This is an optimization exercise on Yosys and OpenROAD, whose aim is small area, a short achievable clock period and few clock cycles per item, not a production implementation.
In this exercise RTL edits were held to simulation tests only and were not proved equivalent to the original.
Power figures rest on the tool's default switching activity, not on a simulated workload.

==> 12-16: inputs <==
==> flow/design.v (excerpt) <==
module miss_handler (
    input  logic                         clk_i,
    input  logic                         rst_ni,
    input  logic                         alloc_valid_i,
    input  logic [38:0]                  alloc_i,
    output logic                         alloc_ready_o,
    output logic                         mshr_full_o,
    output logic                         mem_req_valid_o,
    output logic [27:0]                  mem_req_o,
    input  logic                         mem_req_ready_i,
    input  logic                         mem_resp_valid_i,
    input  logic [67:0]                  mem_resp_i,
    output logic                         mem_resp_ready_o,
    output logic                         refill_req_o,
    input  logic                         refill_gnt_i,
    output logic                         refill_wr_valid_o,
    output logic [73:0]                  refill_wr_o,
    output logic                         dir_wr_valid_o,
    output logic [28:0]                  dir_wr_o,
    output logic                         core_rsp_valid_o,
    output logic [72:0]                  core_rsp_o,
    input  logic [miss_pkg::NLINE_W-1:0] check_nline_i,
    output logic                         check_hit_o,
    output logic                         mshr_empty_o
);
    localparam int N = miss_pkg::MSHR_N;
    miss_pkg::miss_alloc_t alloc_s;
    miss_pkg::mem_resp_t   resp_s;
    miss_pkg::refill_wr_t  wr_s;
    miss_pkg::dir_entry_t  dir_s;
    miss_pkg::core_rsp_t   rsp_s;
    assign alloc_s = alloc_i;
    assign resp_s  = mem_resp_i;
    logic [N-1:0]                  valid_q;
    logic [miss_pkg::NLINE_W-1:0]  nline_q [N];
    logic [miss_pkg::WAY_W-1:0]    way_q   [N];
    logic [miss_pkg::BEAT_W-1:0]   word_q  [N];
    logic [miss_pkg::ID_W-1:0]     sid_q   [N];
    logic [miss_pkg::ID_W-1:0]     tid_q   [N];
  ...
==> module miss_handler, before the edit <==
module miss_handler (
    input  logic                         clk_i,
    input  logic                         rst_ni,
    input  logic                         alloc_valid_i,
    input  logic [38:0]                  alloc_i,
    output logic                         alloc_ready_o,
    output logic                         mshr_full_o,
    output logic                         mem_req_valid_o,
    output logic [27:0]                  mem_req_o,
    input  logic                         mem_req_ready_i,
    input  logic                         mem_resp_valid_i,
    input  logic [67:0]                  mem_resp_i,
    output logic                         mem_resp_ready_o,
    output logic                         refill_req_o,
    input  logic                         refill_gnt_i,
    output logic                         refill_wr_valid_o,
    output logic [73:0]                  refill_wr_o,
    output logic                         dir_wr_valid_o,
    output logic [28:0]                  dir_wr_o,
    output logic                         core_rsp_valid_o,
    output logic [72:0]                  core_rsp_o,
    input  logic [miss_pkg::NLINE_W-1:0] check_nline_i,
    output logic                         check_hit_o,
    output logic                         mshr_empty_o
);
    localparam int N = miss_pkg::MSHR_N;
    miss_pkg::miss_alloc_t alloc_s;
    miss_pkg::mem_resp_t   resp_s;
    miss_pkg::refill_wr_t  wr_s;
    miss_pkg::dir_entry_t  dir_s;
    miss_pkg::core_rsp_t   rsp_s;
    assign alloc_s = alloc_i;
    assign resp_s  = mem_resp_i;
    logic [N-1:0]                  valid_q;
    logic [miss_pkg::NLINE_W-1:0]  nline_q [N];
    logic [miss_pkg::WAY_W-1:0]    way_q   [N];
    logic [miss_pkg::BEAT_W-1:0]   word_q  [N];
    logic [miss_pkg::ID_W-1:0]     sid_q   [N];
    logic [miss_pkg::ID_W-1:0]     tid_q   [N];
    logic [N-1:0]                  rsp_q;
    logic [miss_pkg::MSHR_W-1:0]   idx_q, idx_d;
    logic [N-1:0]                  valid_d;
    logic                          take, ret;
    logic [miss_pkg::MSHR_W-1:0]   rid;
    assign mshr_full_o  = &valid_q;
    assign mshr_empty_o = ~|valid_q;
    assign alloc_ready_o   = mem_req_ready_i && !mshr_full_o;
    assign mem_req_valid_o = alloc_valid_i && !mshr_full_o;
    assign mem_req_o       = {alloc_s.nline, idx_q};
    assign take            = alloc_valid_i && alloc_ready_o;
    always_comb begin
        check_hit_o = 1'b0;
        for (int i = 0; i < N; i++) begin
            if (valid_q[i] && (nline_q[i] == check_nline_i)) begin
                check_hit_o = 1'b1;
            end
        end
    end
    always_comb begin
        valid_d = valid_q;
        if (ret) begin
            valid_d[rid] = 1'b0;
        end
        if (take) begin
            valid_d[idx_q] = 1'b1;
        end
    end
    always_comb begin
        idx_d = idx_q;
        if (!(mem_req_valid_o && !mem_req_ready_i)) begin
            idx_d = '0;
            for (int i = N - 1; i >= 0; i--) begin
                if (!valid_d[i]) begin
                    idx_d = miss_pkg::MSHR_W'(i);
                end
            end
        end
    end
    always_ff @(posedge clk_i or negedge rst_ni) begin
        if (!rst_ni) begin
            valid_q <= '0;
            idx_q   <= '0;
        end else begin
            valid_q <= valid_d;
            idx_q   <= idx_d;
        end
    end
    always_ff @(posedge clk_i) begin
        for (int i = 0; i < N; i++) begin
            if (take && idx_q == miss_pkg::MSHR_W'(i)) begin
                nline_q[i] <= alloc_s.nline;
                way_q[i]   <= alloc_s.way;
                word_q[i]  <= alloc_s.word;
                sid_q[i]   <= alloc_s.sid;
                tid_q[i]   <= alloc_s.tid;
                rsp_q[i]   <= alloc_s.need_rsp;
            end
        end
    end
    logic [miss_pkg::BEAT_W-1:0] cnt_q;
    logic                        mid, fire;
    assign mid              = (cnt_q != '0);
    assign refill_req_o     = mem_resp_valid_i && !mid;
    assign mem_resp_ready_o = mid || refill_gnt_i;
    assign fire             = mem_resp_valid_i && mem_resp_ready_o;
    assign rid              = resp_s.id;
    assign ret              = fire && (cnt_q == miss_pkg::BEAT_W'(miss_pkg::BEATS - 1));
    always_ff @(posedge clk_i or negedge rst_ni) begin
        if (!rst_ni) begin
            cnt_q <= '0;
        end else if (fire) begin
            cnt_q <= cnt_q + 1'b1;
        end
    end
    assign refill_wr_valid_o = fire && !resp_s.error;
    assign wr_s.set  = nline_q[rid][miss_pkg::SET_W-1:0];
    assign wr_s.way  = way_q[rid];
    assign wr_s.beat = cnt_q;
    assign wr_s.data = resp_s.data;
    assign refill_wr_o = wr_s;
    assign dir_wr_valid_o = ret;
    assign dir_s.set   = nline_q[rid][miss_pkg::SET_W-1:0];
    assign dir_s.way   = way_q[rid];
    assign dir_s.valid = !resp_s.error;
    assign dir_s.tag   = nline_q[rid][miss_pkg::NLINE_W-1 -: miss_pkg::TAG_W];
    assign dir_wr_o    = dir_s;
    assign core_rsp_valid_o = fire && rsp_q[rid] && (cnt_q == word_q[rid]);
    assign rsp_s.data  = resp_s.data;
    assign rsp_s.sid   = sid_q[rid];
    assign rsp_s.tid   = tid_q[rid];
    assign rsp_s.error = resp_s.error;
    assign core_rsp_o  = rsp_s;
endmodule
clock: 4.5 ns
lec_check: 0
cap_margin: 20
core_margin: 2
core_utilization: 40
cts_buf_list: sky130_fd_sc_hd__clkbuf_8
cts_cluster_size: 30
setup_slack_margin: 1.5
slew_margin: 20
buffer_ports_args: -buffer_cell sky130_fd_sc_hd__buf_2
dont_use_cells: sky130_fd_sc_hd__clkdlybuf4s15_1 sky130_fd_sc_hd__clkdlybuf4s15_2 sky130_fd_sc_hd__clkdlybuf4s18_1 sky130_fd_sc_hd__clkdlybuf4s18_2 sky130_fd_sc_hd__clkdlybuf4s25_1 sky130_fd_sc_hd__clkdlybuf4s25_2 sky130_fd_sc_hd__clkdlybuf4s50_1 sky130_fd_sc_hd__clkdlybuf4s50_2 sky130_fd_sc_hd__dlygate4sd1_1 sky130_fd_sc_hd__dlygate4sd2_1 sky130_fd_sc_hd__dlygate4sd3_1 sky130_fd_sc_hd__dlymetal6s2s_1 sky130_fd_sc_hd__dlymetal6s4s_1 sky130_fd_sc_hd__dlymetal6s6s_1
standard.sh (not shown) runs the stock make flow with config.mk's settings and CLKGATE_MAP_FILE= SYNTH_SCRIPT=/design/flow/synth_recipe.tcl, a recipe that flattens the netlist after the stock synthesis.
==> flow/flow/run.sh <==
#!/bin/bash
# Standard layout, with the port buffers made from plain buffers instead of
# the delay cells ORFS picks for sky130hd, and delay cells kept out of repair.
set -euo pipefail
cat >> config.mk <<'MK'
export BUFFER_PORTS_ARGS = -buffer_cell sky130_fd_sc_hd__buf_2
export DONT_USE_CELLS = sky130_fd_sc_hd__clkdlybuf4s15_1 sky130_fd_sc_hd__clkdlybuf4s15_2 sky130_fd_sc_hd__clkdlybuf4s18_1 sky130_fd_sc_hd__clkdlybuf4s18_2 sky130_fd_sc_hd__clkdlybuf4s25_1 sky130_fd_sc_hd__clkdlybuf4s25_2 sky130_fd_sc_hd__clkdlybuf4s50_1 sky130_fd_sc_hd__clkdlybuf4s50_2 sky130_fd_sc_hd__dlygate4sd1_1 sky130_fd_sc_hd__dlygate4sd2_1 sky130_fd_sc_hd__dlygate4sd3_1 sky130_fd_sc_hd__dlymetal6s2s_1 sky130_fd_sc_hd__dlymetal6s4s_1 sky130_fd_sc_hd__dlymetal6s6s_1

MK
bash standard.sh > standard.log 2>&1
==> 06-26 (differences from 12-16) <==
ABC_AREA = 1   (was default)
CTS_CLUSTER_SIZE = default   (was 30)
==> 01-04 (differences from 12-16) <==
--- a/flow/design.v
+++ b/flow/design.v
@@ -187,5 +187,9 @@
     assign dir_s.tag   = nline_q[rid][miss_pkg::NLINE_W-1 -: miss_pkg::TAG_W];
     assign dir_wr_o    = dir_s;
-    assign core_rsp_valid_o = fire && rsp_q[rid] && (cnt_q == word_q[rid]);
+    logic [N-1:0] word_now;
+    for (genvar g = 0; g < N; g++) begin : g_word
+        assign word_now[g] = rsp_q[g] && (word_q[g] == cnt_q);
+    end
+    assign core_rsp_valid_o = fire && word_now[rid];
     assign rsp_s.data  = resp_s.data;
     assign rsp_s.sid   = sid_q[rid];
==> flow/flow/run.sh (replaced) <==
#!/bin/bash
# Standard synthesis, then its combinational logic re-mapped by ABC without the
# slow 4-input mux/NOR/OR cells (flip-flops untouched), then the standard layout
# from that netlist, with plain buffers on the ports, delay cells kept out of
# repair and sizing not held to each cell's footprint.
set -euo pipefail
cat >> config.mk <<'MK'
export BUFFER_PORTS_ARGS = -buffer_cell sky130_fd_sc_hd__buf_1
export DONT_USE_CELLS = sky130_fd_sc_hd__clkdlybuf4s15_1 sky130_fd_sc_hd__clkdlybuf4s15_2 sky130_fd_sc_hd__clkdlybuf4s18_1 sky130_fd_sc_hd__clkdlybuf4s18_2 sky130_fd_sc_hd__clkdlybuf4s25_1 sky130_fd_sc_hd__clkdlybuf4s25_2 sky130_fd_sc_hd__clkdlybuf4s50_1 sky130_fd_sc_hd__clkdlybuf4s50_2 sky130_fd_sc_hd__dlygate4sd1_1 sky130_fd_sc_hd__dlygate4sd2_1 sky130_fd_sc_hd__dlygate4sd3_1 sky130_fd_sc_hd__dlymetal6s2s_1 sky130_fd_sc_hd__dlymetal6s4s_1 sky130_fd_sc_hd__dlymetal6s6s_1
export CTS_ARGS = -sink_clustering_enable -repair_clock_nets -buf_list sky130_fd_sc_hd__clkbuf_8 -dont_use_dummy_load
MK
bash standard.sh synth > standard_synth.log 2>&1
R=orfs/results/$FLOW_PLATFORM/miss_handler/base
LIB=$FLOW_HOME/platforms/$FLOW_PLATFORM/lib/sky130_fd_sc_hd__tt_025C_1v80.lib
YOSYS=$FLOW_HOME/../tools/install/yosys/bin/yosys
[ -x "$YOSYS" ] || YOSYS=yosys
cp $R/1_2_yosys.v $R/1_2_yosys_standard.v
printf 'set_driving_cell sky130_fd_sc_hd__buf_1\nset_load 5\n' > abc_remap.constr
sed -e "s#{LIB}#$LIB#g" -e "s#{NET_IN}#$R/1_2_yosys_standard.v#" -e "s#{NET_OUT}#$R/1_2_yosys.v#" \
    -e "s#{TOP}#$FLOW_TOP#g" -e "s#{SCRIPT}#$FLOW_HOME/scripts/abc_speed.script#" \
    -e "s#{CONSTR}#abc_remap.constr#" flow/remap.ys > remap_run.ys
"$YOSYS" -l remap.log remap_run.ys > /dev/null 2>&1
touch $R/1_2_yosys.v
bash standard.sh MATCH_CELL_FOOTPRINT=0 finish > standard.log 2>&1
==> flow/flow/remap.ys (new file) <==
# Re-map the combinational logic of the standard synthesis with ORFS's ABC speed
# script, without the slow 4-input NOR and OR cells.
# The flip-flops stay as the standard synthesis made them (same cells, same names).
read_liberty -ignore_miss_func {LIB}
read_verilog {NET_IN}
hierarchy -top {TOP}
blackbox *__df* *__edf*
flatten -noscopeinfo
hierarchy -top {TOP}
opt -purge
abc -script {SCRIPT} -liberty {LIB} -constr {CONSTR} -dont_use *lpflow* -dont_use *probe* -dont_use *dlygate* -dont_use *clkdlybuf* -dont_use *dlymetal* -dont_use sky130_fd_sc_hd__nor4_1 -dont_use sky130_fd_sc_hd__nor4_2 -dont_use sky130_fd_sc_hd__nor4_4 -dont_use sky130_fd_sc_hd__nor4b_1 -dont_use sky130_fd_sc_hd__nor4b_2 -dont_use sky130_fd_sc_hd__nor4b_4 -dont_use sky130_fd_sc_hd__nor4bb_1 -dont_use sky130_fd_sc_hd__nor4bb_2 -dont_use sky130_fd_sc_hd__nor4bb_4 -dont_use sky130_fd_sc_hd__or4_1 -dont_use sky130_fd_sc_hd__or4_2 -dont_use sky130_fd_sc_hd__or4_4 -dont_use sky130_fd_sc_hd__or4b_1 -dont_use sky130_fd_sc_hd__or4b_2 -dont_use sky130_fd_sc_hd__or4b_4 -dont_use sky130_fd_sc_hd__or4bb_1 -dont_use sky130_fd_sc_hd__or4bb_2 -dont_use sky130_fd_sc_hd__or4bb_4 -D 4.5
opt_clean -purge
read_liberty -lib -ignore_redef {LIB}
hilomap -singleton -hicell sky130_fd_sc_hd__conb_1 HI -locell sky130_fd_sc_hd__conb_1 LO
insbuf -buf sky130_fd_sc_hd__buf_4 A X
check -assert -mapped
stat -liberty {LIB}
write_verilog -noattr -nohex -nodec {NET_OUT}
BUFFER_PORTS_ARGS = -buffer_cell sky130_fd_sc_hd__buf_1   (was -buffer_cell sky130_fd_sc_hd__buf_2)
CORE_UTILIZATION = 70   (was 40)
CTS_ARGS = -sink_clustering_enable -repair_clock_nets -buf_list sky130_fd_sc_hd__clkbuf_8 -dont_use_dummy_load   (was default)
CTS_CLUSTER_SIZE = default   (was 30)
PLACE_DENSITY = 0.8   (was default)
SETUP_SLACK_MARGIN = 1.4   (was 1.5)
==> results.py <==
metrics = {
    "outcome": {
        "outcome": "timing/DRC/antenna clean",
    },
    "cells_and_area": {
        "area_growth_pct": 6.52,
        "postLayoutCellArea_sq_um": 9760,
        "final_cell_mix": "351 x nand2_1, 163 x buf_2, 156 x edfxtp_1",
    },
    "critical_path": {
        "cp.depth": 9,
        "r2r_slack_ns": 2.11,
        "reg2reg_to": "nline_q[2][6]$_DFFE_PP_",
    },
    "pwr": {
        "pwr-share-seq": 0.500,
    },
    "yosys": {
        "synth_top_area_frac": 0.511,
    },
    "die": {
        "dieArea_sq_um": 24100,
    },
}
The numbers above come from 06-26.

==> results.py <==
metrics = {
    "die": {
        "dieArea_sq_um": 13300,
    },
    "pwr": {
        "pwr-share-seq": 0.572,
    },
    "critical_path": {
        "cp.depth": 7,
        "r2r_slack_ns": 2.18,
        "cp.arrival_ns": 2.13,
    },
    "cells_and_area": {
        "area_growth_pct": -2.65,
        "final_cell_mix": "158 x buf_1, 156 x edfxtp_1, 110 x xnor2_1",
    },
    "detailed_routing": {
        "vias": 4803,
    },
    "job": {
        "maxCapViolCount": 0,
    },
    "outcome": {
        "outcome": "timing/DRC/antenna clean",
    },
}
The numbers above come from 01-04.

==> results.py <==
metrics = {
    "outcome": {
        "outcome": "timing/DRC/antenna clean",
    },
    "pwr": {
        "pwr-share-seq": 0.530,
    },
    "cells_and_area": {
        "postLayoutCellArea_sq_um": 9240,
        "final_cell_mix": "156 x edfxtp_1, 149 x buf_2, 44 x xor2_1",
    },
    "critical_path": {
        "r2r_slack_ns": 1.94,
        "cp.depth": 7,
        "reg2reg_to": "nline_q[1][13]$_DFFE_PP_",
    },
}
The numbers above come from 12-16.

Testbench counts of 12-16, summed over its fixed seeds: cycles 9,977, items 2,400.
Testbench counts of 06-26, summed over its fixed seeds: cycles 9,977, items 2,400.
Testbench counts of 01-04, summed over its fixed seeds: cycles 9,977, items 2,400.

-- afterwards: timing with drivers on the ports --
The flow's constraints put no driver on any port. The routed layouts listed below were extracted and timed again, unchanged, in two steps.
Step 1, drivers: a clkbuf_16 drives clk_i and a buf_2 each remaining input, both assumed.
Step 2 times the ports against the registers' clock, not the clock port: input delays grow and output delays shrink by t, the midpoint of the rising clock arrivals with the driver on.
a / b / c = ideal ports / drivers / drivers and shift; a / b = the first two.
run | t, ns | slack for setup (ns) | slew at the worst register clock pin (ns)
12-16 | 0.492 | 1.462 / 1.427 / 1.427 | 0.09 / 0.09
06-26 | 0.508 | 1.461 / 1.425 / 1.425 | 0.11 / 0.11
01-04 | 0.476 | 1.466 / 1.430 / 1.430 | 0.09 / 0.09
After both steps setup and hold are still met in every run listed.
